Context: an optimization exercise on an open-source flow, tuned for small area, a short achievable clock period and few clock cycles per item. The choices shown serve that exercise and are no tape-out recipe.
Only simulation tests tie the RTL to the original design; equivalence was not proved.
No activity file was given, so power comes from the tool's default toggle rates.

## flow/constraint.sdc

```tcl
create_clock -name core_clock -period 5.5 [get_ports {clk}]
set_input_delay 1.1000 -clock core_clock [delete_from_list [all_inputs] [get_ports {clk}]]
set_output_delay 1.1000 -clock core_clock [all_outputs]
set_load 0.01 [all_outputs]
```

## flow/config.mk

```make
export PLATFORM = sky130hd
export DESIGN_NAME = lane_runner_solver
export DESIGN_NICKNAME = lane_runner_solver
export VERILOG_FILES = /design/flow/design.v
export SDC_FILE = /design/flow/constraint.sdc
export NUM_CORES = 4
export LEC_CHECK = 0
export CAP_MARGIN = 20
export CORE_MARGIN = 2
export CORE_UTILIZATION = 40
export CTS_CLUSTER_DIAMETER = 100
export CTS_CLUSTER_SIZE = 25
export SETUP_SLACK_MARGIN = 3.4
export SLEW_MARGIN = 20
```

## flow/design.v

```verilog
`default_nettype none
package lane_runner_pkg;
  localparam logic [1:0] CELL_ROAD  = 2'd0;
  localparam logic [1:0] CELL_LOW   = 2'd1;
  localparam logic [1:0] CELL_HIGH  = 2'd2;
  localparam logic [1:0] CELL_TRAIN = 2'd3;
  localparam logic [1:0] ACT_FWD   = 2'd0;
  localparam logic [1:0] ACT_RIGHT = 2'd1;
  localparam logic [1:0] ACT_LEFT  = 2'd2;
  localparam logic [1:0] ACT_JUMP  = 2'd3;
  typedef enum logic [2:0] {
    ST_IDLE  = 3'd0,
    ST_LOAD  = 3'd1,
    ST_SOLVE = 3'd2,
    ST_EMIT  = 3'd3,
    ST_FAIL  = 3'd4
  } state_t;
  function automatic logic [1:0] walk_action(input int rank);
    case (rank)
      0:       walk_action = ACT_FWD;
      1:       walk_action = ACT_JUMP;
      2:       walk_action = ACT_RIGHT;
      default: walk_action = ACT_LEFT;
    endcase
  endfunction
endpackage
`default_nettype wire
`default_nettype none
module lane_step_rule
(
  input  wire logic [1:0] src_cell,
  input  wire logic [1:0] dst_cell,
  input  wire logic [1:0] action,
  input  wire logic       dst_in_range,
  output logic            legal
);
  logic w_change;
  always_comb begin
    w_change = (action == lane_runner_pkg::ACT_RIGHT) || (action == lane_runner_pkg::ACT_LEFT);
    legal = dst_in_range
         && (dst_cell != lane_runner_pkg::CELL_TRAIN)
         && !(w_change && ((dst_cell == lane_runner_pkg::CELL_LOW) || (dst_cell == lane_runner_pkg::CELL_HIGH)))
         && !((action == lane_runner_pkg::ACT_FWD) && (dst_cell == lane_runner_pkg::CELL_LOW))
         && !((action == lane_runner_pkg::ACT_JUMP) && (dst_cell == lane_runner_pkg::CELL_HIGH))
         && !((action == lane_runner_pkg::ACT_JUMP) && (src_cell == lane_runner_pkg::CELL_LOW));
  end
endmodule
`default_nettype wire
`default_nettype none
module lane_runner_solver
#(
  parameter int LANES = 4,
  parameter int COLS  = 64,
  parameter int LW    = $clog2(LANES)
) (
  input  wire logic             clk,
  input  wire logic             rst,
  input  wire logic             in_valid,
  input  wire logic [LW-1:0]    init,
  input  wire logic [2*LANES-1:0] in_map,
  output wire logic             out_valid,
  output wire logic [1:0]       out,
  output wire logic [LW-1:0]    lane_out,
  output wire logic             no_path
);
  localparam int CW = $clog2(COLS);
  localparam int PL = COLS - 3;
  localparam int PW = 2 * PL;
  logic          load_q;       
  logic          emit_q;       
  logic [CW-1:0] cnt_q;
  logic [LW-1:0] lane_q;       
  logic          a_first_q;    
  logic          a_step_q;     
  logic          a_last_q;     
  logic [LANES-1:0]            road_q;    
  logic [LANES-1:0]            low_q;     
  logic [LANES-1:0]            stl_q;     
  logic [LANES-1:0]            lowb_q;    
  logic [LANES-1:0]            reach_q;   
  logic [LANES-1:0][LANES-1:0] ord_q;     
  logic [LANES-1:0][2:0]       sel_q;     
  logic [LANES-1:0][PW-1:0]    path_q;
  logic [LANES-1:0]            esel_q;    
  logic                 out_valid_q;
  logic [1:0]           out_q;
  logic [1:0]           nxt_q;     
  logic [LW-1:0]        lane_out_q;
  logic                 no_path_q;
  logic w_take0, w_take, w_last;
  assign w_take0 = in_valid && !load_q && !emit_q && !a_last_q;
  assign w_take  = in_valid && load_q;
  assign w_last  = w_take && (cnt_q == CW'(COLS - 1));
  logic [LANES-1:0] w_road, w_low, w_stl;
  for (genvar l = 0; l < LANES; l++) begin : g_dec
    assign w_road[l] = (in_map[2*l +: 2] == lane_runner_pkg::CELL_ROAD);
    assign w_low[l]  = (in_map[2*l +: 2] == lane_runner_pkg::CELL_LOW);
    assign w_stl[l]  = (in_map[2*l +: 2] != lane_runner_pkg::CELL_TRAIN) && !(w_low[l] && low_q[l]);
  end
  logic [LANES-1:0][LANES-1:0] w_bef;     
  logic [LANES-1:0][2:0]       w_cand;    
  logic [LANES-1:0][2:0]       w_win;
  logic [LANES-1:0][2:0]       w_sel;
  logic [LANES-1:0]            w_reach;
  logic [LANES-1:0][LANES-1:0] w_ord;
  logic [LANES-1:0]            w_hc;      
  logic [LANES-1:0]            w_best;    
  logic [LANES-1:0]            w_end;     
  logic [LANES-1:0][1:0]       top_q;     
  logic [LANES-1:0][1:0]       w_top_nx;  
  logic [LANES-1:0][1:0]       w_nx_top;  
  logic [LANES-1:0][1:0]       w_top2;    
  logic [LANES-1:0][LW-1:0]    w_top_lane;
  for (genvar i = 0; i < LANES; i++) begin : g_bef_i
    for (genvar j = 0; j < LANES; j++) begin : g_bef_j
      if (i < j) begin : g_lt
        assign w_bef[i][j] = ord_q[i][j];
      end else if (i > j) begin : g_gt
        assign w_bef[i][j] = !ord_q[j][i];
      end else begin : g_eq
        assign w_bef[i][j] = 1'b0;
      end
    end
  end
  for (genvar d = 0; d < LANES; d++) begin : g_lane
    if (d > 0) begin : g_r
      assign w_cand[d][0] = reach_q[d-1] && road_q[d];
    end else begin : g_nr
      assign w_cand[d][0] = 1'b0;
    end
    assign w_cand[d][1] = reach_q[d] && stl_q[d];
    if (d < LANES - 1) begin : g_l
      assign w_cand[d][2] = reach_q[d+1] && road_q[d];
    end else begin : g_nl
      assign w_cand[d][2] = 1'b0;
    end
    for (genvar k = 0; k < 3; k++) begin : g_k
      logic [2:0] w_beats;
      for (genvar k2 = 0; k2 < 3; k2++) begin : g_k2
        if (k2 != k && d - 1 + k >= 0 && d - 1 + k < LANES && d - 1 + k2 >= 0 && d - 1 + k2 < LANES) begin : g_cmp
          assign w_beats[k2] = !w_cand[d][k2] || w_bef[d-1+k][d-1+k2];
        end else begin : g_nocmp
          assign w_beats[k2] = 1'b1;
        end
      end
      assign w_win[d][k] = w_cand[d][k] && (&w_beats);
    end
    assign w_reach[d] = |w_cand[d];
    assign w_sel[d][0] = w_win[d][0];
    assign w_sel[d][2] = w_win[d][2];
    assign w_sel[d][1] = !w_win[d][0] && !w_win[d][2];
    for (genvar d2 = 0; d2 < LANES; d2++) begin : g_ord
      if (d2 > d) begin : g_pair
        logic [8:0] w_term;
        for (genvar k1 = 0; k1 < 3; k1++) begin : g_k1
          for (genvar k2 = 0; k2 < 3; k2++) begin : g_k2
            if (d - 1 + k1 < 0 || d - 1 + k1 >= LANES || d2 - 1 + k2 < 0 || d2 - 1 + k2 >= LANES) begin : g_none
              assign w_term[3*k1+k2] = 1'b0;
            end else if (d - 1 + k1 == d2 - 1 + k2) begin : g_same
              assign w_term[3*k1+k2] = (k1 == 1) && w_win[d][k1] && w_win[d2][k2];
            end else begin : g_diff
              assign w_term[3*k1+k2] = w_win[d][k1] && w_win[d2][k2] && w_bef[d-1+k1][d2-1+k2];
            end
          end
        end
        assign w_ord[d][d2] = |w_term;
      end else begin : g_nopair
        assign w_ord[d][d2] = 1'b0;
      end
    end
    logic w_rt, w_lt;
    if (d < LANES - 1) begin : g_rt
      assign w_rt = road_q[d+1];
    end else begin : g_nrt
      assign w_rt = 1'b0;
    end
    if (d > 0) begin : g_lt
      assign w_lt = road_q[d-1];
    end else begin : g_nlt
      assign w_lt = 1'b0;
    end
    assign w_hc[d] = reach_q[d] && (stl_q[d] || w_rt || w_lt);
    logic [LANES-1:0] w_first_beats;
    for (genvar t = 0; t < LANES; t++) begin : g_best
      if (t != d) begin : g_cmp
        assign w_first_beats[t] = !w_hc[t] || w_bef[d][t];
      end else begin : g_self
        assign w_first_beats[t] = 1'b1;
      end
    end
    assign w_best[d] = w_hc[d] && (&w_first_beats);
  end
  for (genvar d = 0; d < LANES; d++) begin : g_end
    logic w_from_r, w_from_l;
    if (d > 0) begin : g_fr
      assign w_from_r = w_best[d-1] && !stl_q[d-1] && road_q[d];
    end else begin : g_nfr
      assign w_from_r = 1'b0;
    end
    if (d < LANES - 1) begin : g_fl
      assign w_from_l = w_best[d+1] && !stl_q[d+1] && !g_lane[d+1].w_rt && road_q[d];
    end else begin : g_nfl
      assign w_from_l = 1'b0;
    end
    assign w_end[d] = (w_best[d] && stl_q[d]) || w_from_r || w_from_l;
  end
  for (genvar d = 0; d < LANES; d++) begin : g_path
    localparam int DL = (d > 0) ? d - 1 : d;
    localparam int DR = (d < LANES - 1) ? d + 1 : d;
    logic [PW-1:0] w_next;
    assign w_next[1] = (sel_q[d][1] && lowb_q[d]) || sel_q[d][2];
    assign w_next[0] = (sel_q[d][1] && lowb_q[d]) || sel_q[d][0];
    for (genvar p = 1; p < PL; p++) begin : g_pos
      for (genvar b = 0; b < 2; b++) begin : g_bit
        assign w_next[2*p+b] = !((sel_q[d][0] && path_q[DL][2*(p-1)+b]) ||
                                 (sel_q[d][1] && path_q[d][2*(p-1)+b]) ||
                                 (sel_q[d][2] && path_q[DR][2*(p-1)+b]));
      end
    end
    assign w_nx_top[d] = w_next[PW-1:PW-2];
    for (genvar b = 0; b < 2; b++) begin : g_top
      assign w_top_nx[d][b] = (w_sel[d][0] && w_nx_top[DL][b]) ||
                              (w_sel[d][1] && w_nx_top[d][b]) ||
                              (w_sel[d][2] && w_nx_top[DR][b]);
      assign w_top2[d][b] = !((sel_q[d][0] && path_q[DL][PW-4+b]) ||
                              (sel_q[d][1] && path_q[d][PW-4+b]) ||
                              (sel_q[d][2] && path_q[DR][PW-4+b]));
    end
    assign w_top_lane[d] = (top_q[d] == lane_runner_pkg::ACT_RIGHT) ? lane_q + LW'(1) :
                           (top_q[d] == lane_runner_pkg::ACT_LEFT)  ? lane_q - LW'(1) : lane_q;
    always_ff @(posedge clk) begin
      path_q[d] <= w_next;
      top_q[d]  <= w_top_nx[d];
    end
  end
  logic [LANES-1:0][1:0]    w_emit_l, w_first_l, w_second_l;
  logic [LANES-1:0][LW-1:0] w_lane1_l;
  logic [1:0]    w_emit_act, w_first, w_second;
  logic [LW-1:0] w_emit_lane, w_lane1;
  for (genvar l = 0; l < LANES; l++) begin : g_emit
    assign w_emit_l[l]   = esel_q[l] ? w_top2[l] : 2'b00;
    assign w_first_l[l]  = w_best[l] ? top_q[l] : 2'b00;
    assign w_second_l[l] = w_best[l] ? w_top2[l] : 2'b00;
    assign w_lane1_l[l]  = w_best[l] ? w_top_lane[l] : LW'(0);
  end
  always_comb begin
    w_emit_act = '0;
    w_first    = '0;
    w_second   = '0;
    w_lane1    = '0;
    for (int l = 0; l < LANES; l++) begin
      w_emit_act = w_emit_act | w_emit_l[l];
      w_first    = w_first | w_first_l[l];
      w_second   = w_second | w_second_l[l];
      w_lane1    = w_lane1 | w_lane1_l[l];
    end
  end
  assign w_emit_lane = (nxt_q == lane_runner_pkg::ACT_RIGHT) ? lane_q + LW'(1) :
                       (nxt_q == lane_runner_pkg::ACT_LEFT)  ? lane_q - LW'(1) : lane_q;
  always_ff @(posedge clk) begin
    if (rst) begin
      load_q      <= 1'b0;
      emit_q      <= 1'b0;
      cnt_q       <= '0;
      a_first_q   <= 1'b0;
      a_step_q    <= 1'b0;
      a_last_q    <= 1'b0;
      out_valid_q <= 1'b0;
      no_path_q   <= 1'b0;
    end else begin
      out_valid_q <= 1'b0;
      no_path_q   <= 1'b0;
      a_first_q   <= w_take0;
      a_step_q    <= w_take;
      a_last_q    <= w_last && (|w_reach);
      if (w_take0) begin
        load_q <= 1'b1;
        cnt_q  <= CW'(1);
      end else if (load_q) begin
        cnt_q <= cnt_q + CW'(1);
        if (!in_valid) begin
          load_q <= 1'b0;            
        end else if (w_last) begin
          load_q      <= 1'b0;
          no_path_q   <= !(|w_reach);
        end
      end else if (a_last_q) begin
        out_valid_q <= |w_hc;
        no_path_q   <= !(|w_hc);
        emit_q      <= |w_hc;
        cnt_q       <= CW'(1);
      end else if (emit_q) begin
        out_valid_q <= 1'b1;
        cnt_q       <= cnt_q + CW'(1);
        if (cnt_q == CW'(COLS - 2)) emit_q <= 1'b0;
      end
    end
  end
  always_ff @(posedge clk) begin
    road_q <= w_road;
    low_q  <= w_low;
    stl_q  <= w_stl;
    lowb_q <= low_q;
    if (a_first_q)                  reach_q <= (LANES'(1) << lane_q) & road_q;
    else if (a_step_q && !a_last_q) reach_q <= w_reach;
    else                            reach_q <= '0;
    if (a_first_q) ord_q <= '0;
    else           ord_q <= w_ord;
    sel_q <= w_sel;
    if (a_last_q) begin
      esel_q     <= w_end;
      out_q      <= w_first;
      nxt_q      <= w_second;
      lane_out_q <= w_lane1;
    end else begin
      out_q      <= nxt_q;
      nxt_q      <= w_emit_act;
      lane_out_q <= w_emit_lane;
    end
    if (w_take0)     lane_q <= init;
    else if (a_last_q) lane_q <= w_lane1;
    else if (emit_q) lane_q <= w_emit_lane;
  end
  assign out_valid = out_valid_q;
  assign out       = out_q;
  assign lane_out  = lane_out_q;
  assign no_path   = no_path_q;
endmodule
`default_nettype wire
```

## flow/run.sh

```bash
#!/bin/bash
# synth_recipe.tcl (not shown) runs the flow's synth.tcl, then flattens the netlist and writes it again
# the make line also repeats each setting of config.mk as NAME=value (left out here)
make -C /OpenROAD-flow-scripts/flow DESIGN_CONFIG=/design/flow/config.mk WORK_HOME=/design/flow/orfs CLKGATE_MAP_FILE= SYNTH_SCRIPT=/design/flow/synth_recipe.tcl finish
```

==> flow_summary.json, run 1 <==
{
  "vdd_drop_max_mv": 0.295,
  "slowest_delay_ns": 0.34,
  "required_ns": 4.40,
  "ys_warn_count": 1,
  "synth_area_um2": 17600,
  "p_leak_nw": 6.94,
  "start_util": 0.407,
  "worst-r2r-setup-slack_ns": 3.43,
  "top_layer": "met4",
  "synth_nets": 1466,
  "async_flop_share": 0,
  "regArea_um2": 11100,
  "grt_pass1_vias": 12246,
  "endpoint_kind": "output port",
  "fillers": 3975,
  "rows": 76,
  "maxCapViolations": 0,
  "period_minus_slack_ns": 2.13,
  "grt_overflow": 0,
  "layout-drive-gt1-share": 0.0615,
  "wl_per_cell_um": 19.9,
  "grt_pass1_wl_um": 63100,
  "cts_tree": "yes",
  "dr.pass1.iters": 12,
  "die_h_um": 214,
  "cp.arrival_ns": 1.03,
  "numCtsBuffers": 25,
  "area_delta_synth_final_pct": 7.19,
  "clock.fmax_mhz": 470,
  "route.met2.wl_um": 18300,
  "final_common_cell": "dfxtp_1",
  "grt_usage": 0.163,
  "via_per_inst": 6.33,
  "drt-initial-drc-count": 1997,
  "clk_path_buf_depth": 3,
  "power_density_nw_per_um2": 391,
  "diodes": 0,
  "slowest_stage": "dfxtp_2",
  "io_pins": 19,
  "place.gp.congestion": 0.825,
  "path_max_fanout": 1,
  "synth_edf_count": 6,
  "avgSynthCellArea_um2": 12.2,
  "dp_slack_ns": 3.07,
  "core_um2": 43300,
  "ys_seq_area_frac": 0.627,
  "met1_length_um": 18100,
  "rr_worst_depth": 5,
  "dpl.hpwl_um": 19600,
  "path_cells": "buf_6",
  "setup_ws_ns": 3.37,
  "whs_ns": 0.348,
  "die_area_um2": 45700,
  "crit_type": "reg -> out",
  "fin_worst_skew_ns": 0.0133,
  "hold_violations": 0,
  "dpl_cell_area_um2": 18100,
  "grt_max_degree": 101,
  "drv_slew": 0,
  "outcome": "timing/DRC/antenna clean",
  "grt_antenna_before_repair": 0,
  "holdCritPathClass": "reg -> reg",
  "routed_wl_um": 38700,
  "startpoint": "lane_out_q[0]",
  "cts-hold-fix-buffers": 0,
  "drc": 0,
  "multi_input_area_um2": 5930,
  "synth_flop_cell": "dfxtp_1",
  "layout_common_cells": "dfxtp_1 (523), a22oi_1 (251), a222oi_1 (242), nand2_1 (40), clkbuf_16 (25)",
  "power_mw": 7.38,
  "via_count": 12353,
  "setup_viol": 0,
  "clock-sinks": 549,
  "stdcell_area_um2": 18900,
  "syn_inst": 1447,
  "cp_num_cells": 1,
  "htree_levels": 1,
  "cp-start-kind": "register",
  "ys_types": 62,
  "clkSlewWorstSetupHoldPaths_ns": 0.10,
  "met3_length_um": 1870,
  "path_buf_inv": 1,
  "finalNetCount": 1380,
  "reg2reg_from": "road_q[2]",
  "synth-seq-cells": 549,
  "cp_top_family": "flip-flops",
  "fin_crit_sh": 0.386,
  "die_w_um": 214,
  "ant_nets": 0,
  "clk_latency_ns": 0.57,
  "slew-limit-headroom": 0.319,
  "crit_end": "lane_out[0]",
  "fin_setup_tns_ns": 0,
  "clock-root-buffer": "clkbuf_16",
  "port_buffers": 18,
  "tightestPinTransition_ns": 1.02,
  "rsz0062_at_grt": "true",
  "r2r-end": "lane_q[1]"
}
## synthesized netlist by cell type, types with 2 or more instances
library cell / count / share of area
a21o_1: 5 / 0.0021
a21oi_1: 10 / 0.0028
a221o_1: 2 / 0.0011
a221oi_1: 6 / 0.0030
a222oi_1: 242 / 0.14
a22o_1: 5 / 0.0025
a22oi_1: 251 / 0.11
a31oi_1: 8 / 0.0028
a32o_1: 8 / 0.0045
and2_1: 7 / 0.0025
and3_1: 2 / 0.00071
buf_1: 6 / 0.0013
buf_2: 3 / 0.00085
buf_6: 2 / 0.0013
clkbuf_1: 135 / 0.029
clkbuf_8: 2 / 0.0016
dfxtp_1: 543 / 0.62
edfxtp_1: 6 / 0.010
ha_1: 6 / 0.0043
inv_1: 13 / 0.0028
mux2_2: 2 / 0.0013
mux2i_1: 9 / 0.0051
nand2_1: 40 / 0.0085
nand2b_1: 3 / 0.0011
nand3_1: 8 / 0.0023
nand4_1: 4 / 0.0014
nor2_1: 26 / 0.0055
nor2b_1: 10 / 0.0036
nor3_1: 5 / 0.0014
nor3b_1: 3 / 0.0013
nor4_1: 3 / 0.0011
o2111a_1: 2 / 0.0013
o2111ai_1: 5 / 0.0025
o211ai_1: 2 / 0.00085
o21a_1: 3 / 0.0013
o21ai_0: 18 / 0.0051
o22ai_1: 3 / 0.0011
o31a_1: 2 / 0.00099
o31ai_1: 2 / 0.00085
o32ai_1: 2 / 0.00099
or2_2: 2 / 0.00071
xnor2_1: 7 / 0.0035
xor2_1: 5 / 0.0025
## report_power, final
part	leakage, nW	total (mW)	internal, mW	switching, mW
Clock	0.324	2.01	0.837	1.17
Combinational	1.96	0.520	0.331	0.189
Sequential	4.66	4.85	4.50	0.359
## per-stage QoR
step / cells / utilization
after global routing: 1950 / 0.436
after global placement: 1911 / 0.417
after CTS: 1946 / 0.433
final: 1950 / 0.436
after detailed placement: 1913 / 0.418
after floorplan: 1447 / -
## worst register-to-register path, delay by kind of cell, from the launching register on
family | cells | cell delay (ns)
simple gates | 1 | 0.20
flops | 1 | 0.56
compound gates | 4 | 1.07
## routing by layer
metal  vias to the layer above  GRT usage
met3                        37     0.0173
li1                       5772          -
met5                         -          0
met1                      6241      0.220
met4                         0     0.0328
met2                       303      0.283
## cell type report
| type | count | share of cell area |
|---|---|---|
| Multi-Input combinational cell | 736 | 0.314 |
| Clock buffer | 30 | 0.0341 |
| Tap cell | 585 | 0.0388 |
| Clock inverter | 1 | 0.00106 |
| Inverter | 13 | 0.00258 |
| Timing Repair Buffer | 36 | 0.0213 |
| Sequential cell | 549 | 0.588 |
## registers in the layout (all words and copies together) (netlist names), 6 cells and up
| register | cells |
|---|---|
| cnt_q | 6 |
| sel_q | 10 |
| path_q | 480 |
| top_q | 8 |
| ord_q | 6 |
## timing repair
action                     CTS  global route
pin swaps                    0             1
setup buffers                2             4
setup endpoints to repair    9            34
gates resized for setup     30            17
## worst min-delay path by stage
stage	end	slack, ns	startpoint	cells after the start
6_report	lowb_q[2]	0.35	low_q[2]	0
5_1_grt	lowb_q[2]	0.37	low_q[2]	0
4_1_cts	lowb_q[2]	0.36	low_q[2]	0
3_5_place_dp	lowb_q[2]	0.34	low_q[2]	0
3_3_place_gp	lowb_q[2]	0.33	low_q[2]	0
2_1_floorplan	lowb_q[0]	0.33	low_q[0]	0
## cell families after synthesis
group	count (synthesis)	share of synthesized area
AO/OA/AOI/OAI	591	0.288
XOR/XNOR	12	0.00597
adder cells (fa/ha/maj)	6	0.00426
buffers and inverters	162	0.0368
flip-flops	549	0.627
multiplexers	11	0.00639
AND/OR/NAND/NOR	116	0.0313
Testbench counts, summed over its fixed seeds: cycles 130,290, maps 1,200.
==> run 2: changes to the inputs <==
--- a/flow/config.mk
+++ b/flow/config.mk
@@ -7,8 +7,9 @@
 export LEC_CHECK = 0
 export CAP_MARGIN = 20
 export CORE_MARGIN = 2
-export CORE_UTILIZATION = 40
+export CORE_UTILIZATION = 65
 export CTS_CLUSTER_DIAMETER = 100
 export CTS_CLUSTER_SIZE = 25
-export SETUP_SLACK_MARGIN = 3.4
+export PLACE_DENSITY = 0.75
+export SETUP_SLACK_MARGIN = 3.6
 export SLEW_MARGIN = 20
==> flow_summary.json, run 2 <==
{
  "slew-limit-headroom": 0.412,
  "largest_register": "path_q",
  "fin_worst_skew_ns": 0.0271,
  "syn_inst": 1447,
  "core_um2": 26800,
  "ys_warn_count": 1,
  "grt_max_degree": 103,
  "cp.arrival_ns": 1.00,
  "cp_top_family": "flip-flops",
  "clock-sinks": 549,
  "combPwrFrac": 0.072,
  "drv_slew": 0,
  "layout-drive-gt1-share": 0.0729,
  "period_minus_slack_ns": 2.10,
  "die_h_um": 169,
  "clkSlewWorstSetupHoldPaths_ns": 0.10,
  "diodes": 0,
  "grt_overflow": 0,
  "power_density_nw_per_um2": 395,
  "cp-start-kind": "register",
  "cts_tree": "yes",
  "outcome": "timing/DRC/antenna clean",
  "synth.most_common_cell": "dfxtp_1",
  "synth_area_um2": 17600,
  "via_count": 12663,
  "clock-root-buffer": "clkbuf_16",
  "synth_edf_count": 6,
  "numCtsBuffers": 25,
  "grt_pass1_wl_um": 64400,
  "power_switching_mw": 1.71,
  "avgSynthCellArea_um2": 12.2,
  "setup_ws_ns": 3.40,
  "maxCapViolations": 0,
  "die_w_um": 169,
  "rsz0062_at_grt": "true",
  "path_max_fanout": 1,
  "crit_type": "reg -> out",
  "wl_per_cell_um": 22.9,
  "async_flop_share": 0,
  "utilization": 0.696,
  "drc": 0,
  "fin_setup_tns_ns": 0,
  "htree_levels": 1,
  "reg_top3": "path_q (480), sel_q (10), top_q (8)",
  "dpl.hpwl_um": 19400,
  "finalNetCount": 1387,
  "synth_top_cell_area_share": 0.617,
  "largest_reg_flops": 480,
  "port_buffers": 18,
  "slowest_stage": "dfxtp_1",
  "synth_area_leader_cell": "dfxtp_1",
  "hold_violations": 0,
  "clockPowerShare": 0.269,
  "synth_nets": 1466,
  "vdd_drop_max_mv": 0.297,
  "clk_latency_ns": 0.57,
  "grt_usage": 0.269,
  "tightestPinTransition_ns": 0.881,
  "synth_flop_cell": "dfxtp_1",
  "power.internal_mw": 5.66,
  "ys_top_cells_by_count": "dfxtp_1 (543), a22oi_1 (251), a222oi_1 (242)",
  "grt_pass1_vias": 12442,
  "final_common_cell": "dfxtp_1",
  "drt-initial-drc-count": 2146,
  "dr.pass1.iters": 14,
  "start_util": 0.657,
  "p_leak_nw": 6.98,
  "whs_ns": 0.345,
  "holdCritPathClass": "reg -> reg",
  "io_pins": 19,
  "switching_share": 0.232,
  "power_mw": 7.37,
  "fin_crit_sh": 0.381,
  "ys_types": 62,
  "grt_antenna_before_repair": 0,
  "place.gp.congestion": 0.878,
  "area_delta_synth_final_pct": 5.91,
  "synth-seq-cells": 549,
  "slowest_delay_ns": 0.32,
  "synth.area.top_cells": "dfxtp_1 (62%), a222oi_1 (14%), a22oi_1 (11%)",
  "dp_slack_ns": 3.04,
  "clock.fmax_mhz": 477,
  "layout_common_cells": "dfxtp_1 (520), a22oi_1 (251), a222oi_1 (242), nand2_1 (40), clkbuf_16 (25)",
  "ant_nets": 0,
  "via_per_inst": 7.39,
  "die_area_um2": 28400,
  "path_buf_inv": 1,
  "setup_viol": 0,
  "routed_wl_um": 39300,
  "ys_seq_area_frac": 0.627,
  "endpoint_kind": "output port",
  "rows": 60,
  "required_ns": 4.40,
  "seq_power_share": 0.659,
  "clk_path_buf_depth": 3,
  "path_cells": "buf_2"
}
run 2: cell types whose count changed in the layout (fill, tap and decap cells not counted), moves of 2 or more:
cell / before / now
buf_6: 9 / 7
buf_2: 1 / 5
buf_12: 4 / 6
dfxtp_1: 523 / 520
buf_4: 9 / 13
dfxtp_2: 10 / 12
run 2: layout make-up:
class / instances / area [µm²]
Timing Repair Buffer: 43 / 442
Sequential cell: 549 / 11100
Clock buffer: 30 / 644
Fill cell: 1955 / 8150
Inverter: 13 / 48.8
Multi-Input combinational cell: 736 / 5980
Clock inverter: 1 / 8.76
Tap cell: 341 / 427
run 2: per-stage QoR:
stage                     instance area, µm²  std cells
after floorplan                        17600       1447
after global placement                 17700       1667
after detailed placement               17700       1667
after CTS                              18500       1706
after global routing                   18700       1713
final                                  18700       1713
run 2: worst paths after layout:
kind                                  start   endpoint  slack (ns)  cells after the start
worst max-delay path            out_valid_q  out_valid        3.40                      1
worst max register to register     sel_q[6]   nxt_q[0]        3.61                      3
worst min-delay path               low_q[1]  lowb_q[1]        0.35                      0
worst min register to register     low_q[1]  lowb_q[1]        0.35                      0
run 2: power groups by stage:
| stage | clock (mW) | combinational, mW | sequential (mW) |
|---|---|---|---|
| after global placement | 0 | 0.495 | 4.93 |
| final | 1.98 | 0.532 | 4.86 |
| after CTS | 2.01 | 0.522 | 4.85 |
| after floorplan | 0 | 0.444 | 4.84 |
| after global routing | 2.16 | 0.596 | 4.93 |
| after detailed placement | 0 | 0.511 | 4.94 |
run 2: routing by layer:
layer  vias up  GRT usage  share of wire
met1      6298      0.372           0.44
met4         0     0.0765          0.021
met3        53     0.0297          0.064
met5         -          0              0
li1       5803          -              -
met2       509      0.452           0.47
run 2: logic make-up (layout without fill, tap and decap cells):
family / count (synthesis) / after routing / synth area share
xor+xnor: 12 / 12 / 0.00597
flops: 549 / 549 / 0.627
simple gates: 116 / 116 / 0.0313
compound gates: 591 / 591 / 0.288
mux: 11 / 11 / 0.00639
fa+ha+maj: 6 / 6 / 0.00426
buf+inv: 162 / 87 / 0.0368
run 2: what timing repair did:
| item | CTS | global route |
|---|---|---|
| gates resized for setup | 42 | 20 |
| hold buffers | 0 | 0 |
| pin swaps | 1 | 2 |
| buffers inserted | 8 | 7 |
| endpoints found under the setup margin | 312 | 23 |
==> run 3: changes to the inputs <==
--- a/flow/config.mk
+++ b/flow/config.mk
@@ -11,5 +11,5 @@
 export CTS_CLUSTER_DIAMETER = 100
 export CTS_CLUSTER_SIZE = 25
 export PLACE_DENSITY = 0.75
-export SETUP_SLACK_MARGIN = 3.6
+export SETUP_SLACK_MARGIN = 3.3
 export SLEW_MARGIN = 20
==> flow_summary.json, run 3 <==
{
  "outcome": "timing/DRC/antenna clean",
  "ys_warn_count": 1,
  "fin_crit_sh": 0.385,
  "via_count": 12477,
  "reg_top3": "path_q (480), sel_q (10), top_q (8)",
  "layout_common_cells": "dfxtp_1 (526), a22oi_1 (251), a222oi_1 (242), nand2_1 (40)",
  "core_um2": 26800,
  "path_buf_inv": 1,
  "ys_top_cells_by_count": "dfxtp_1 (543), a22oi_1 (251), a222oi_1 (242)",
  "via_per_inst": 7.33,
  "stdcell_area_um2": 18400,
  "clk_path_buf_depth": 3,
  "crit_type": "reg -> out",
  "synth_flop_cell": "dfxtp_1",
  "routed_wl_um": 36900,
  "drt-initial-drc-count": 2184,
  "dpl.hpwl_um": 19000,
  "drc": 0,
  "htree_levels": 1,
  "clk_latency_ns": 0.56,
  "diodes": 0,
  "synth_area_leader_cell": "dfxtp_1",
  "die_area_um2": 28400,
  "ant_nets": 0,
  "io_pins": 19,
  "p_leak_nw": 6.88,
  "cp_top_family": "flip-flops",
  "cp-start-kind": "register",
  "grt_max_degree": 93,
  "clock-sinks": 549,
  "rows": 60,
  "dpl_cell_area_um2": 17700,
  "period_minus_slack_ns": 2.12,
  "numCtsBuffers": 25,
  "synth-seq-cells": 549,
  "maxCapViolations": 0,
  "fin_worst_skew_ns": 0.0129,
  "layout.cells.non_filler": 1703,
  "grt_pass1_vias": 12268,
  "path_max_fanout": 1,
  "cts-hold-fix-buffers": 0,
  "holdPathStages": 0,
  "die_h_um": 169,
  "ys_types": 62,
  "fin_setup_tns_ns": 0,
  "grt_antenna_before_repair": 0,
  "path_cells": "buf_2",
  "synth.area.top_cells": "dfxtp_1 (62%), a222oi_1 (14%), a22oi_1 (11%)",
  "clkSlewWorstSetupHoldPaths_ns": 0.10,
  "dp_slack_ns": 3.00,
  "holdCritPathClass": "reg -> reg",
  "cts_tree": "yes",
  "synth_area_um2": 17600,
  "whs_ns": 0.358,
  "tightestPinTransition_ns": 0.912,
  "rr_worst_depth": 7,
  "final_common_cell": "dfxtp_1",
  "ys_seq_area_frac": 0.627,
  "largest_reg_flops": 480,
  "grt_pass1_wl_um": 62000,
  "power_density_nw_per_um2": 400,
  "layout-drive-gt1-share": 0.0551,
  "setup_ws_ns": 3.38,
  "vdd_drop_max_mv": 0.276,
  "finalNetCount": 1376,
  "area_delta_synth_final_pct": 4.56,
  "start_util": 0.657,
  "endpoint_kind": "output port",
  "synth_top_cell_area_share": 0.617,
  "slowest_stage": "dfxtp_2",
  "rsz0062_at_grt": "true",
  "largest_register": "path_q",
  "cp.arrival_ns": 1.02,
  "slowest_delay_ns": 0.33,
  "clock-root-buffer": "clkbuf_16",
  "grt_usage": 0.256,
  "die_w_um": 169,
  "async_flop_share": 0,
  "required_ns": 4.40,
  "power_mw": 7.36,
  "hold_violations": 0,
  "cp_num_cells": 1,
  "synth_nets": 1466,
  "utilization": 0.687,
  "port_buffers": 18,
  "place.gp.congestion": 0.854,
  "slew-limit-headroom": 0.392,
  "drv_slew": 0,
  "setup_viol": 0,
  "clock.fmax_mhz": 473,
  "synth_edf_count": 6,
  "dpl.cell_count": 1667,
  "dr.pass1.iters": 10,
  "synth.most_common_cell": "dfxtp_1",
  "wl_per_cell_um": 21.7,
  "grt_overflow": 0,
  "syn_inst": 1447,
  "avgSynthCellArea_um2": 12.2
}
run 3: cell counts after synthesis:
Identical to the previous run, type by type.
run 3: layer usage:
| layer | vias to the layer above | share of wire | track usage |
|---|---|---|---|
| li1 | 5764 | - | - |
| met1 | 6261 | 0.44 | 0.346 |
| met2 | 416 | 0.48 | 0.447 |
| met3 | 36 | 0.063 | 0.0311 |
| met4 | 0 | 0.013 | 0.0484 |
| met5 | - | 0 | 0 |
run 3: power by group:
group | leakage, nW | internal [mW] | total [mW] | switching (mW)
Clock | 0.320 | 0.834 | 1.99 | 1.15
Sequential | 4.66 | 4.50 | 4.86 | 0.367
Combinational | 1.91 | 0.327 | 0.513 | 0.186
Total | 6.88 | 5.66 | 7.36 | 1.70
run 3: logic make-up after synthesis:
| logic type | after synthesis | synth area share |
|---|---|---|
| AO/OA/AOI/OAI | 591 | 0.288 |
| flip-flops | 549 | 0.627 |
| adder cells (fa/ha/maj) | 6 | 0.00426 |
| buffers and inverters | 162 | 0.0368 |
| XOR/XNOR | 12 | 0.00597 |
| multiplexers | 11 | 0.00639 |
| AND/OR/NAND/NOR | 116 | 0.0313 |
run 3: final timing paths:
| check | start | endpoint | slack [ns] |
|---|---|---|---|
| max | out_valid_q | out_valid | 3.38 |
| min | low_q[0] | lowb_q[0] | 0.36 |
| min reg2reg | low_q[0] | lowb_q[0] | 0.36 |
| max reg2reg | lane_q[1] | lane_q[1] | 3.39 |
run 3: layout make-up:
cell class / count / area [µm²]
inverters: 13 / 48.8
flip-flops and latches: 549 / 11100
clock inverters: 1 / 8.76
repair buffers: 32 / 268
multi-input cells: 736 / 5920
well taps: 341 / 427
fillers: 1955 / 8390
clock buffers: 31 / 648
run 3: timing repair:
item,in CTS,in global routing
buffers inserted,0,4
cloned,0,0
gates resized for setup,27,9
setup endpoints to repair,9,8
==> run 4: changes to the inputs <==
--- a/flow/config.mk
+++ b/flow/config.mk
@@ -11,5 +11,5 @@
 export CTS_CLUSTER_DIAMETER = 100
 export CTS_CLUSTER_SIZE = 25
 export PLACE_DENSITY = 0.75
-export SETUP_SLACK_MARGIN = 3.3
+export SETUP_SLACK_MARGIN = 3.4
 export SLEW_MARGIN = 20
==> flow_summary.json, run 4 <==
{
  "outcome": "timing/DRC/antenna clean",
  "synth.area.top_cells": "dfxtp_1 (62%), a222oi_1 (14%), a22oi_1 (11%)",
  "clk_latency_ns": 0.56,
  "via_per_inst": 7.38,
  "grt_overflow": 0,
  "grt_max_degree": 102,
  "slowest_stage": "dfxtp_2",
  "area_delta_synth_final_pct": 4.96,
  "grt_antenna_before_repair": 0,
  "tightestPinTransition_ns": 1.16,
  "power_switching_mw": 1.71,
  "synth_flop_cell": "dfxtp_1",
  "ys_seq_area_frac": 0.627,
  "place.gp.congestion": 0.892,
  "whs_ns": 0.357,
  "io_pins": 19,
  "ys_top_cells_by_count": "dfxtp_1 (543), a22oi_1 (251), a222oi_1 (242)",
  "wl_per_cell_um": 22.0,
  "vdd_drop_max_mv": 0.304,
  "switching_share": 0.232,
  "clkSlewWorstSetupHoldPaths_ns": 0.10,
  "grt_pass1_wl_um": 62600,
  "slew-limit-headroom": 0.224,
  "numCtsBuffers": 25,
  "syn_inst": 1447,
  "ys_types": 62,
  "layout_common_cells": "dfxtp_1 (526), a22oi_1 (251), a222oi_1 (242), nand2_1 (40), clkbuf_16 (25)",
  "async_flop_share": 0,
  "dpl.cell_count": 1667,
  "synth_area_leader_cell": "dfxtp_1",
  "cp_top_family": "flip-flops",
  "path_max_fanout": 1,
  "dp_slack_ns": 2.89,
  "clockPowerShare": 0.270,
  "slowest_delay_ns": 0.33,
  "start_util": 0.657,
  "drc": 0,
  "required_ns": 4.40,
  "power_density_nw_per_um2": 398,
  "synth-seq-cells": 549,
  "synth_top_cell_area_share": 0.617,
  "utilization": 0.690,
  "port_buffers": 18,
  "power_mw": 7.36,
  "crit_type": "reg -> out",
  "avgSynthCellArea_um2": 12.2,
  "synth_area_um2": 17600,
  "setup_ws_ns": 3.40,
  "endpoint_kind": "output port",
  "largest_register": "path_q",
  "clock-sinks": 549,
  "cts_tree": "yes",
  "synth.most_common_cell": "dfxtp_1",
  "die_w_um": 169,
  "maxCapViolations": 0,
  "fin_worst_skew_ns": 0.0126,
  "final_common_cell": "dfxtp_1",
  "diodes": 0,
  "fillers": 1970,
  "clock-root-buffer": "clkbuf_16",
  "cp.arrival_ns": 1.00,
  "via_count": 12581,
  "synth_edf_count": 6,
  "htree_levels": 1,
  "drt-initial-drc-count": 2095,
  "layout-drive-gt1-share": 0.0579,
  "clock.fmax_mhz": 476,
  "combPwrFrac": 0.070,
  "path_cells": "buf_6",
  "seq_power_share": 0.660,
  "holdCritPathClass": "reg -> reg",
  "grt_pass1_vias": 12229,
  "p_leak_nw": 6.91,
  "drv_slew": 0,
  "die_h_um": 169,
  "core_um2": 26800,
  "layout.cells.non_filler": 1705,
  "fin_setup_tns_ns": 0,
  "hold_violations": 0,
  "reg_top3": "path_q (480), sel_q (10), top_q (8)",
  "fin_crit_sh": 0.382,
  "dpl.hpwl_um": 19000,
  "cp-start-kind": "register",
  "die_area_um2": 28400,
  "grt_usage": 0.258,
  "setup_viol": 0,
  "dpl_cell_area_um2": 17700,
  "rows": 60,
  "stdcell_area_um2": 18500,
  "ys_warn_count": 1,
  "period_minus_slack_ns": 2.10,
  "rsz0062_at_grt": "true",
  "largest_reg_flops": 480,
  "routed_wl_um": 37600,
  "path_buf_inv": 1,
  "finalNetCount": 1378,
  "ant_nets": 0,
  "clk_path_buf_depth": 3,
  "dr.pass1.iters": 12,
  "power.internal_mw": 5.65,
  "synth_nets": 1466
}
## run 4: cell counts after synthesis
Identical to the previous run, type by type.
## run 4: cells by family after synthesis
logic type | after synthesis | synth area share
AO/OA/AOI/OAI | 591 | 0.288
XOR/XNOR | 12 | 0.00597
adder cells (fa/ha/maj) | 6 | 0.00426
multiplexers | 11 | 0.00639
AND/OR/NAND/NOR | 116 | 0.0313
buffers and inverters | 162 | 0.0368
flip-flops | 549 | 0.627
## run 4: power groups by stage
stage	registers, mW	logic (mW)	clock network (mW)
floorplan	4.84	0.438	0
global placement	4.93	0.495	0
detailed placement	4.95	0.510	0
CTS	4.85	0.515	2.01
global route	4.93	0.582	2.15
finish	4.86	0.515	1.99
## run 4: cell type report
cell class | instances | area [µm²] | area share
inverter | 13 | 48.8 | 0.00264
clock buffer | 31 | 648 | 0.0351
sequential | 549 | 11100 | 0.600
clock inverter | 1 | 8.76 | 0.000474
timing repair buffer | 34 | 335 | 0.0181
tap | 341 | 427 | 0.0231
multi-input combinational | 736 | 5920 | 0.320
## run 4: layer usage
layer / global-route usage / part of all wire / vias up / routed length, µm
li1: - / - / 5762 / -
met1: 0.368 / 0.46 / 6327 / 17100
met2: 0.432 / 0.47 / 454 / 17500
met3: 0.0264 / 0.063 / 38 / 2350
met4: 0.0540 / 0.014 / 0 / 541
met5: 0 / 0 / - / 0
## run 4: worst paths after layout
path	start	end	slack, ns	cells after the start
min	low_q[0]	lowb_q[0]	0.36	0
min reg2reg	low_q[0]	lowb_q[0]	0.36	0
max	out_valid_q	out_valid	3.40	1
max reg2reg	sel_q[4]	path_q[140]	3.48	2
## run 4: timing repair
item | CTS | global route
gates resized for setup | 32 | 7
setup buffers | 3 | 3
pin swaps | 0 | 1
hold buffers | 0 | 0
endpoints found under the setup margin | 11 | 16
==> run 5: changes to the inputs <==
--- a/flow/config.mk
+++ b/flow/config.mk
@@ -8,8 +8,8 @@
 export CAP_MARGIN = 20
 export CORE_MARGIN = 2
 export CORE_UTILIZATION = 65
-export CTS_CLUSTER_DIAMETER = 100
-export CTS_CLUSTER_SIZE = 25
+export CTS_CLUSTER_DIAMETER = 80
+export CTS_CLUSTER_SIZE = 20
 export PLACE_DENSITY = 0.75
-export SETUP_SLACK_MARGIN = 3.4
+export SETUP_SLACK_MARGIN = 3.45
 export SLEW_MARGIN = 20
==> flow_summary.json, run 5 <==
{
  "via_count": 12460,
  "avgSynthCellArea_um2": 12.2,
  "synth.area.top_cells": "dfxtp_1 (62%), a222oi_1 (14%), a22oi_1 (11%)",
  "p_leak_nw": 6.98,
  "routed_wl_um": 37600,
  "port_buffers": 18,
  "finalNetCount": 1383,
  "seq_power_share": 0.639,
  "fillers": 1974,
  "clock.fmax_mhz": 472,
  "final_common_cell": "dfxtp_1",
  "combPwrFrac": 0.068,
  "vdd_drop_max_mv": 0.304,
  "setup_viol": 0,
  "ys_types": 62,
  "grt_use_met2": 0.431,
  "wl_per_cell_um": 22.0,
  "hp-start": "low_q[2]",
  "synth.most_common_cell": "dfxtp_1",
  "synth_top_cell_area_share": 0.617,
  "power.internal_mw": 5.85,
  "numCtsBuffers": 31,
  "die_area_um2": 28400,
  "rows": 60,
  "regArea_um2": 11100,
  "place.gp.congestion": 0.869,
  "ant_nets": 0,
  "start_util": 0.657,
  "core_um2": 26800,
  "synth_area_um2": 17600,
  "rsz0062_at_grt": "true",
  "htree_levels": 1,
  "clkSlewWorstSetupHoldPaths_ns": 0.08,
  "fin_setup_tns_ns": 0,
  "clock-root-buffer": "clkbuf_16",
  "syn_inst": 1447,
  "area_delta_synth_final_pct": 5.64,
  "grt_pass1_wl_um": 61700,
  "outcome": "timing/DRC/antenna clean",
  "drc": 0,
  "fin_worst_skew_ns": 0.00944,
  "tightestPinTransition_ns": 1.06,
  "required_ns": 4.40,
  "grt_antenna_before_repair": 0,
  "maxCapViolations": 0,
  "synth_nets": 1466,
  "slowest_stage": "dfxtp_1",
  "synth_area_leader_cell": "dfxtp_1",
  "largest_reg_flops": 480,
  "layout_common_cells": "dfxtp_1 (527), a22oi_1 (251), a222oi_1 (242), nand2_1 (40), clkbuf_16 (31)",
  "power_density_nw_per_um2": 409,
  "via_per_inst": 7.29,
  "synth_flop_cell": "dfxtp_1",
  "power_mw": 7.60,
  "startpoint": "no_path_q",
  "cts_tree": "yes",
  "slew-limit-headroom": 0.295,
  "dr.pass1.iters": 11,
  "synth_edf_count": 6,
  "hold_violations": 0,
  "fin_crit_sh": 0.385,
  "cts-hold-fix-buffers": 0,
  "synth-seq-cells": 549,
  "clock-sinks": 549,
  "clk_path_buf_depth": 3,
  "reg_top3": "path_q (480), sel_q (10), top_q (8)",
  "cp_top_family": "flip-flops",
  "path_buf_inv": 1,
  "dpl.hpwl_um": 19100,
  "path_cells": "buf_2",
  "path_max_fanout": 1,
  "utilization": 0.694,
  "ys_top_cells_by_count": "dfxtp_1 (543), a22oi_1 (251), a222oi_1 (242)",
  "grt_usage": 0.254,
  "grt_overflow": 0,
  "top_usage_layer": "met2",
  "slowest_delay_ns": 0.32,
  "ys_seq_area_frac": 0.627,
  "drv_slew": 0,
  "drt-initial-drc-count": 2159,
  "die_w_um": 169,
  "met1_usage": 0.353,
  "grt_pass1_vias": 12238,
  "holdCritPathClass": "reg -> reg",
  "io_pins": 19,
  "multi_input_area_um2": 5920,
  "endpoint_kind": "output port",
  "switching_share": 0.231,
  "crit_type": "reg -> out",
  "cp-start-kind": "register",
  "grt_max_degree": 96,
  "period_minus_slack_ns": 2.12,
  "cp.arrival_ns": 1.02,
  "layout-drive-gt1-share": 0.0621,
  "die_h_um": 169,
  "clk_latency_ns": 0.59,
  "reg2reg_from": "sel_q[5]",
  "power_switching_mw": 1.76,
  "ys_warn_count": 1,
  "clockPowerShare": 0.293,
  "async_flop_share": 0,
  "diodes": 0,
  "largest_register": "path_q",
  "grt_use_met3": 0.0302
}
-- run 5: layer usage --
| layer | wire [µm] | part of all wire |
|---|---|---|
| met1 | 16600 | 0.44 |
| met2 | 17900 | 0.47 |
| met3 | 2480 | 0.066 |
| met4 | 664 | 0.018 |
| met5 | 0 | 0 |
-- run 5: power by group through the flow --
stage | Combinational [mW] | Sequential [mW] | Clock [mW]
2_1_floorplan | 0.439 | 4.84 | 0
3_3_place_gp | 0.494 | 4.93 | 0
3_5_place_dp | 0.511 | 4.94 | 0
4_1_cts | 0.519 | 4.85 | 2.27
5_1_grt | 0.580 | 4.92 | 2.41
6_report | 0.517 | 4.85 | 2.23
-- run 5: area by class of cell --
type | instances | share of cell area
well taps | 341 | 0.0229
inverters | 13 | 0.00262
flip-flops and latches | 549 | 0.596
repair buffers | 33 | 0.0155
clock inverters | 2 | 0.00108
clock buffers | 35 | 0.0430
multi-input cells | 736 | 0.318
-- run 5: worst reg2reg max path: stages (launching register included) --
cell and delay (ns):
dfxtp_4 0.74, buf_4 0.81, a222oi_1 0.26
-- run 5: worst paths after layout --
| path | to | slack, ns | cells past startpoint |
|---|---|---|---|
| max | no_path | 3.38 | 1 |
| min | lowb_q[2] | 0.36 | 0 |
| max reg2reg | path_q[175] | 3.52 | 2 |
| min reg2reg | lowb_q[2] | 0.36 | 0 |
-- run 5: kinds of logic after synthesis --
family / Yosys count / synth area share
AOI/OAI and AO/OA: 591 / 0.288
DFF: 549 / 0.627
buffers and inverters: 162 / 0.0368
and+or+nand+nor: 116 / 0.0313
xor gates and xnor gates: 12 / 0.00597
muxes: 11 / 0.00639
adders and majority gates: 6 / 0.00426
-- run 5: what timing repair did --
action | CTS | global route
pin swaps | 1 | 2
resized for setup | 29 | 12
setup buffers | 2 | 3
setup endpoints to repair | 9 | 178
gates cloned | 0 | 0
-- run 5: through the flow --
step	setup slack [ns]	hold WS [ns]	instance area, µm²	instances
final	3.38	0.356	18600	1709
after global routing	3.36	0.362	18600	1709
after CTS	3.37	0.357	18600	1706
after detailed placement	3.04	0.339	17700	1667
after global placement	3.06	0.331	17700	1667
after floorplan	3.50	0.326	17600	1447
==> run 6: changes to the inputs <==
--- a/flow/design.v
+++ b/flow/design.v
@@ -154,7 +154,8 @@
         logic [8:0] w_term;
         for (genvar k1 = 0; k1 < 3; k1++) begin : g_k1
           for (genvar k2 = 0; k2 < 3; k2++) begin : g_k2
-            if (d - 1 + k1 < 0 || d - 1 + k1 >= LANES || d2 - 1 + k2 < 0 || d2 - 1 + k2 >= LANES) begin : g_none
+            if (d - 1 + k1 < 0 || d - 1 + k1 >= LANES || d2 - 1 + k2 < 0 || d2 - 1 + k2 >= LANES ||
+                d - 1 + k1 > d2 - 1 + k2) begin : g_none
               assign w_term[3*k1+k2] = 1'b0;
             end else if (d - 1 + k1 == d2 - 1 + k2) begin : g_same
               assign w_term[3*k1+k2] = (k1 == 1) && w_win[d][k1] && w_win[d2][k2];
--- a/flow/config.mk
+++ b/flow/config.mk
@@ -8,8 +8,8 @@
 export CAP_MARGIN = 20
 export CORE_MARGIN = 2
 export CORE_UTILIZATION = 65
-export CTS_CLUSTER_DIAMETER = 80
-export CTS_CLUSTER_SIZE = 20
+export CTS_CLUSTER_DIAMETER = 100
+export CTS_CLUSTER_SIZE = 25
 export PLACE_DENSITY = 0.75
-export SETUP_SLACK_MARGIN = 3.45
+export SETUP_SLACK_MARGIN = 3.4
 export SLEW_MARGIN = 20
==> flow_summary.json, run 6 <==
{
  "combPwrFrac": 0.073,
  "worst-r2r-setup-slack_ns": 3.42,
  "ys_top_cells_by_count": "dfxtp_1 (543), a22oi_1 (246), a222oi_1 (244)",
  "dpl.hpwl_um": 19400,
  "dp_slack_ns": 2.80,
  "p_leak_nw": 6.98,
  "grt_overflow": 0,
  "seq_power_share": 0.660,
  "power_mw": 7.42,
  "synth.area.top_cells": "dfxtp_1 (62%), a222oi_1 (14%), a22oi_1 (11%)",
  "holdPathStages": 0,
  "path_max_fanout": 6,
  "drv_slew": 0,
  "die_h_um": 168,
  "setup_ws_ns": 3.37,
  "cts_tree": "yes",
  "rsz0062_at_grt": "true",
  "io_pins": 19,
  "clock-sinks": 549,
  "htree_levels": 1,
  "vdd_drop_max_mv": 0.333,
  "die_area_um2": 28300,
  "rr_worst_depth": 6,
  "period_minus_slack_ns": 2.13,
  "avgSynthCellArea_um2": 12.2,
  "grt_pass1_wl_um": 62700,
  "grt_pass1_vias": 12394,
  "grt_antenna_before_repair": 0,
  "ys_warn_count": 1,
  "via_count": 12536,
  "synth_area_um2": 17500,
  "die_w_um": 168,
  "routed_wl_um": 38400,
  "clkSlewWorstSetupHoldPaths_ns": 0.10,
  "start_util": 0.655,
  "cts-hold-fix-buffers": 0,
  "cp.arrival_ns": 2.44,
  "core_um2": 26700,
  "power_density_nw_per_um2": 399,
  "finalNetCount": 1379,
  "crit_type": "in -> reg",
  "synth_top_cell_area_share": 0.621,
  "largest_register": "path_q",
  "rows": 60,
  "synth_flop_cell": "dfxtp_1",
  "diodes": 0,
  "ys_types": 59,
  "endpoint_kind": "register",
  "dr.pass1.iters": 12,
  "synth-seq-cells": 549,
  "wl_per_cell_um": 22.6,
  "clk_latency_ns": 0.55,
  "clockPowerShare": 0.266,
  "power.internal_mw": 5.69,
  "reg_top3": "path_q (480), sel_q (10), top_q (8)",
  "port_buffers": 18,
  "place.gp.congestion": 0.885,
  "clock-root-buffer": "clkbuf_16",
  "cp-start-kind": "primary input",
  "ant_nets": 0,
  "hold_violations": 0,
  "clk_path_buf_depth": 3,
  "clock.fmax_mhz": 470,
  "regArea_um2": 11100,
  "ys_seq_area_frac": 0.631,
  "outcome": "timing/DRC/antenna clean",
  "synth_nets": 1454,
  "drt-initial-drc-count": 2483,
  "setup_viol": 0,
  "slew-limit-headroom": 0.309,
  "switching_share": 0.233,
  "multi_input_area_um2": 5930,
  "area_delta_synth_final_pct": 6.09,
  "via_per_inst": 7.36,
  "fin_setup_tns_ns": 0,
  "layout-drive-gt1-share": 0.0719,
  "numCtsBuffers": 25,
  "synth_area_leader_cell": "dfxtp_1",
  "fin_crit_sh": 0.387,
  "holdCritPathClass": "reg -> reg",
  "drc": 0,
  "synth_edf_count": 6,
  "syn_inst": 1435,
  "grt_usage": 0.260,
  "layout_common_cells": "dfxtp_1 (521), a22oi_1 (246), a222oi_1 (244), nand2_1 (43), nor2_1 (33)",
  "largest_reg_flops": 480,
  "tightestPinTransition_ns": 1.04,
  "grt_max_degree": 93,
  "power_switching_mw": 1.73,
  "maxCapViolations": 0,
  "async_flop_share": 0,
  "fillers": 1956,
  "synth.most_common_cell": "dfxtp_1",
  "fin_worst_skew_ns": 0.0114,
  "required_ns": 5.82,
  "final_common_cell": "dfxtp_1"
}
## run 6: worst paths after layout
path	from	end
max	in_valid	lane_q[0]
min	low_q[3]	lowb_q[3]
max reg2reg	stl_q[2]	lane_q[0]
min reg2reg	low_q[3]	lowb_q[3]
## run 6: timing repair
item	in CTS	in global routing
pin swaps	2	2
setup buffers	8	4
endpoints found under the setup margin	19	41
gates resized for setup	42	16
## run 6: layout make-up
cell class | count | area share
well taps | 341 | 0.0230
flip-flops and latches | 549 | 0.598
inverters | 15 | 0.00303
clock inverters | 1 | 0.000471
clock buffers | 29 | 0.0345
repair buffers | 41 | 0.0222
multi-input cells | 728 | 0.319
## run 6: through the flow
stage / util / cells / hold slack [ns] / area [µm²]
3_5_place_dp: 0.662 / 1662 / 0.345 / 17700
4_1_cts: 0.690 / 1700 / 0.365 / 18400
6_report: 0.695 / 1704 / 0.360 / 18600
5_1_grt: 0.695 / 1704 / 0.379 / 18600
3_3_place_gp: 0.662 / 1662 / 0.343 / 17700
2_1_floorplan: - / 1435 / 0.326 / 17500
## run 6: logic make-up after synthesis
group | Yosys count | synth area share
and+or+nand+nor | 114 | 0.0297
muxes | 9 | 0.00522
DFF | 549 | 0.631
buffers and inverters | 158 | 0.0343
AOI/OAI and AO/OA | 589 | 0.290
xor gates and xnor gates | 10 | 0.00500
adders and majority gates | 6 | 0.00429
## run 6: routing by layer
metal	share of wire	GRT usage	up-vias
met2	0.48	0.442	451
met1	0.45	0.363	6297
met5	0	0	-
met3	0.065	0.0289	41
met4	0.012	0.0517	0
li1	-	-	5747
## run 6: critical path, stage by stage
cell	delay, ns
clkdlybuf4s50_1	0.53
nand2_1	0.12
nor3_2	0.33
nor3_1	0.09
a211o_1	0.28
## run 6: power groups by stage
stage	Clock (mW)	Combinational (mW)	Sequential, mW
after floorplan	0	0.449	4.88
after global placement	0	0.516	4.97
after detailed placement	0	0.534	4.98
after CTS	2.02	0.543	4.89
after global routing	2.16	0.616	4.97
final	1.97	0.544	4.90
Testbench counts of run 6, summed over its fixed seeds: cycles 130,290, maps 1,200.

static timing again, ports no longer ideal:
How much do the figures lean on ideal ports? The routed layouts below were timed once more, with nothing changed but the port constraints.
Step 1 (the two cells are an assumption about what drives the block):
set clk [get_ports {clk}]
set_driving_cell -lib_cell sky130_fd_sc_hd__clkbuf_16 $clk
set_driving_cell -lib_cell sky130_fd_sc_hd__buf_2 [delete_from_list [all_inputs] $clk]
Step 2 also shifts input and output timing later by t, the mid clock arrival at the registers, as if the neighbouring blocks saw the same clock.
a / b / c = no drivers / after step 1 / after step 2; a / b = the first two.
| run | t, ns | slack for setup (ns) | hold slack, ns | worst slew at a driven data input, ns | cell pins on the clock port's net |
|---|---|---|---|---|---|
| run 1 | 0.613 | 3.374 / 3.326 / 3.067 | 0.348 / 0.348 / 0.348 | 0.04 | 1 |
| run 2 | 0.606 | 3.403 / 3.351 / 3.100 | 0.345 / 0.345 / 0.345 | 0.04 | 1 |
| run 3 | 0.601 | 3.384 / 3.335 / 3.010 | 0.358 / 0.358 / 0.358 | 0.03 | 1 |
| run 4 | 0.603 | 3.401 / 3.351 / 3.040 | 0.357 / 0.357 / 0.357 | 0.03 | 1 |
| run 5 | 0.629 | 3.382 / 3.335 / 3.023 | 0.356 / 0.356 / 0.356 | 0.04 | 1 |
| run 6 | 0.597 | 3.374 / 3.364 / 2.800 | 0.360 / 0.360 / 0.360 | 0.04 | 1 |
After both steps every run listed still meets setup and hold. The setup slack of run 6, which loses most, moves by -0.010 ns with the drivers and by -0.574 ns with both steps.
